This is an optimization exercise on Yosys and OpenROAD, whose aim is small area and a short achievable clock period, not a production implementation.
Where RTL was checked, it was by simulation tests only, not by an equivalence proof against the original.
No activity file was given, so power comes from the tool's default toggle rates.

// esm_instr_window
module esm_instr_window #(
    parameter int bs = 16,
    parameter int IW = 32
) (
    input  logic                   clk,
    input  logic                   rst,
    input  logic                   in_valid,
    output logic                   in_ready,
    input  logic [IW-1:0]          in_instr,
    input  logic                   issue_req,
    input  logic [$clog2(bs)-1:0]  issue_index,
    output logic [0:bs-1]          independent_instr,
    output logic                   out_valid,
    output logic [IW-1:0]          out_instr,
    output logic [$clog2(bs)-1:0]  out_index,
    output logic                   issue_err,
    output logic [$clog2(bs):0]    occupancy
);
Size: ~3100 cells after synthesis.
clock: 7.5 ns
lec_check: 0
cap_margin: 20
core_margin: 2
core_utilization: 45
place_density: 0.6
setup_slack_margin: 4.0
slew_margin: 20
buffer_ports_args: -buffer_cell sky130_fd_sc_hd__buf_1
standard.sh (not shown) runs the stock make flow with config.mk's settings and CLKGATE_MAP_FILE= SYNTH_SCRIPT=/design/flow/synth_recipe.tcl, a recipe that flattens the netlist after the stock synthesis.
==> flow/flow/run.sh <==
#!/bin/bash
# Standard layout, with plain buf_1 cells as the port buffers instead of the
# delay cells buffer_ports picks by default.
set -e
echo 'export BUFFER_PORTS_ARGS = -buffer_cell sky130_fd_sc_hd__buf_1' >> config.mk
bash standard.sh > standard.log 2>&1
The baseline finished clean.
Edit:
- CTS_CLUSTER_DIAMETER: not set -> 100
- CTS_CLUSTER_SIZE: not set -> 20
=>
- The changed run passed the timing, design-rule and antenna checks
- power falls by 18%
- sequential share of layout area rises by 2.2 points
- cell area falls by 4.0%
- worst hold slack improves by 0.0044 ns
- worst setup slack degrades by 0.036 ns
- sequential cell count does not change
- wire length falls by 0.54%
- via count falls by 0.83%
- register-to-register slack improves by 0.16 ns
- final cell count falls by 2.0%
- clock power falls by 40%

* * *

## exp/xenon
esm_instr_window, a different RTL version from the one above (not shown whole).
For scale: roughly 2,900 cells after synthesis, about 830 flip-flops, ~0.035 sq mm of cells after synthesis.
clock: 7.5 ns
lec_check: 0
cap_margin: 20
core_margin: 2
core_utilization: 30
place_density: 0.5
setup_slack_margin: 3.0
slew_margin: 20
run.sh (not shown) runs the stock make flow with config.mk's settings and CLKGATE_MAP_FILE= SYNTH_SCRIPT=/design/flow/synth_recipe.tcl, a recipe that flattens the netlist after the stock synthesis.
Stock flow here: none of the scripts above is used.
--- input diff exp/xenon..exp/yarrow ---
Settings: SETUP_SLACK_MARGIN: 3.0 -> unset.
### Flow results
Compare exp/xenon and exp/yarrow | final worst setup slack higher: exp/xenon. | cell internal power dissipation | exp/yarrow vs exp/xenon | ≈ equal |. Summary of exp/yarrow over exp/xenon: average wire per cell in the routed design stayed essentially flat, switching power summed over all nets stayed essentially flat, maximum achievable frequency fell by about 16%, part of the total power dissipated in the clock network stayed essentially flat. The higher total length of routed met2 wires of exp/xenon and exp/yarrow is in exp/yarrow.
No functional check of the RTL was part of any run of this note.

* * *

## build 36
RTL: one of the versions met above, not the one the previous note started from.
For scale: ~3,100 cells after synthesis, ~830 flip-flops, about 37,000 um2 of cells after synthesis.
clock: 7.5 ns
lec_check: 0
cap_margin: 20
core_margin: 2
core_utilization: 45
cts_cluster_diameter: 100
cts_cluster_size: 20
place_density: 0.6
setup_slack_margin: 4.3
slew_margin: 20
buffer_ports_args: -buffer_cell sky130_fd_sc_hd__buf_1
standard.sh (not shown) runs the stock make flow with config.mk's settings and CLKGATE_MAP_FILE= SYNTH_SCRIPT=/design/flow/synth_recipe.tcl, a recipe that flattens the netlist after the stock synthesis.
Scripts as last shown in full above: flow/flow/run.sh
--- input diff build 36..build 68 ---
- clearing CTS_CLUSTER_DIAMETER, which used to be 100
- clearing BUFFER_PORTS_ARGS, which used to be -buffer_cell sky130_fd_sc_hd__buf_1
- swapping 4.3 for 4.0 in SETUP_SLACK_MARGIN
- putting CTS_BUF_LIST at sky130_fd_sc_hd__clkbuf_8 where nothing was set
- swapping 20 for 30 in CTS_CLUSTER_SIZE
==> flow/run.sh (new file) <==
#!/bin/bash
# synth_recipe.tcl (not shown) runs the flow's synth.tcl, then flattens the netlist and writes it again
# the make line also repeats each setting of config.mk as NAME=value (left out here)
make -C /OpenROAD-flow-scripts/flow DESIGN_CONFIG=/design/flow/config.mk WORK_HOME=/design/flow/orfs CLKGATE_MAP_FILE= SYNTH_SCRIPT=/design/flow/synth_recipe.tcl finish
removed: flow/flow/run.sh
removed: flow/standard.sh
## What came out
Reported for build 36 and build 68, sequential cell area in the final layout turned out identical to the last digit.
Row final net count: build 68 higher / build 36 lower
Taking build 36 as the reference, in build 68 number of buffers inserted by post-CTS setup repair now smaller, leakage power now larger.
Critical path start-end classification = in -> reg: build 68; critical path start-end classification = in -> out: build 36
Compared with build 36, in build 68 areal power density over the cells now larger, share of cell area taken by muxes after synthesis comparable, area growth from synthesis to layout now larger, wire length of the first global-routing pass now smaller.
> inputs changed (build 68 -> build 8)
- CORE_UTILIZATION now 30, was 45
- CTS_BUF_LIST no longer set, was sky130_fd_sc_hd__clkbuf_8
- PLACE_DENSITY now 0.5, was 0.6
- CTS_CLUSTER_SIZE no longer set, was 30
[summary]
- Against build 68, horizontal die dimension in build 8 rose by more than 10%.
- Across build 8 and build 68, the outcome is the same: a clean finish for every run.
- In terms of worst hold slack, build 68 and build 8 differ only marginally.
- Compared build 8 vs build 68, and area growth from synthesis to layout is up in build 8.
- Build 8: final worst-path setup slack is 21 ps higher than what build 68 reported.
- Build 8 against build 68: core outline area saw an increase; highest fanout seen on the critical path saw an increase; sequential share of layout area saw a decrease.
- The total number of multi-input combinational cells on build 8 is in line with that on build 68.
Relative to build 8, the following input files were edited for build 14:
- a change of PLACE_DENSITY from 0.5 to 0.6
- a change of SETUP_SLACK_MARGIN from 4.0 to 4.6
- a change of CORE_UTILIZATION from 30 to 45
--- outcome ---
Density: build 14 denser than build 8. Build 14: area growth from synthesis to layout 5.4 points above build 8. Fraction of power consumed by the clock network: build 14 vs build 8 down 1.1 points. Compared build 8 against build 14; worst hold margin within noise. Required arrival time at the worst endpoint ends up lower on build 14. Cmp build 14 and build 8 / tap cell instance count / lower: build 14. Changes observed in build 14 relative to build 8: overall power consumption shows an increase of 0.67%, combinational group share of total power shows an increase of 1.4 points, first-iteration DRC count shows an increase of 914.

static timing again, ports no longer ideal:
The flow's constraints put no driver on any port. The routed layouts listed below were extracted and timed again, unchanged, in two steps. Step 1: set_driving_cell puts a clkbuf_16 on clk and a buf_2 on each other input, an assumption about the parent block. Step 2 moves the port delays by t, midway between the first and last clock arrival at a register: inputs arrive t later, outputs are due t later. That takes back most of the time a late clock gives input paths. a / b / c = ideal ports / drivers / drivers and shift; a / b = the first two.
| run | t, ns | setup slack, ns | clock arrival spread, ns | cell pins on the clock port's net |
|---|---|---|---|---|
| the first run of note 1 | 0.726 | 3.958 / 3.787 / 3.185 | 0.047 / 0.047 | 1 |
| the second run of note 1 | 0.698 | 3.922 / 3.791 / 3.209 | 0.032 / 0.032 | 1 |
| exp/xenon | 0.725 | 3.187 / 3.236 / 2.511 | 0.050 / 0.050 | 1 |
| exp/yarrow | 0.726 | 2.360 / 2.405 / 1.679 | 0.051 / 0.051 | 1 |
| build 36 | 0.690 | 4.020 / 3.980 / 3.403 | 0.036 / 0.037 | 1 |
| build 68 | 0.853 | 3.906 / 3.886 / 3.033 | 0.037 / 0.038 | 1 |
| build 8 | 0.746 | 3.927 / 3.939 / 3.223 | 0.034 / 0.034 | 1 |
| build 14 | 0.728 | 4.044 / 3.983 / 3.634 | 0.035 / 0.035 | 1 |
After both steps setup and hold are still met in every run listed. The setup slack of build 68, which loses most, moves by -0.020 ns with the drivers and by -0.873 ns with both steps.
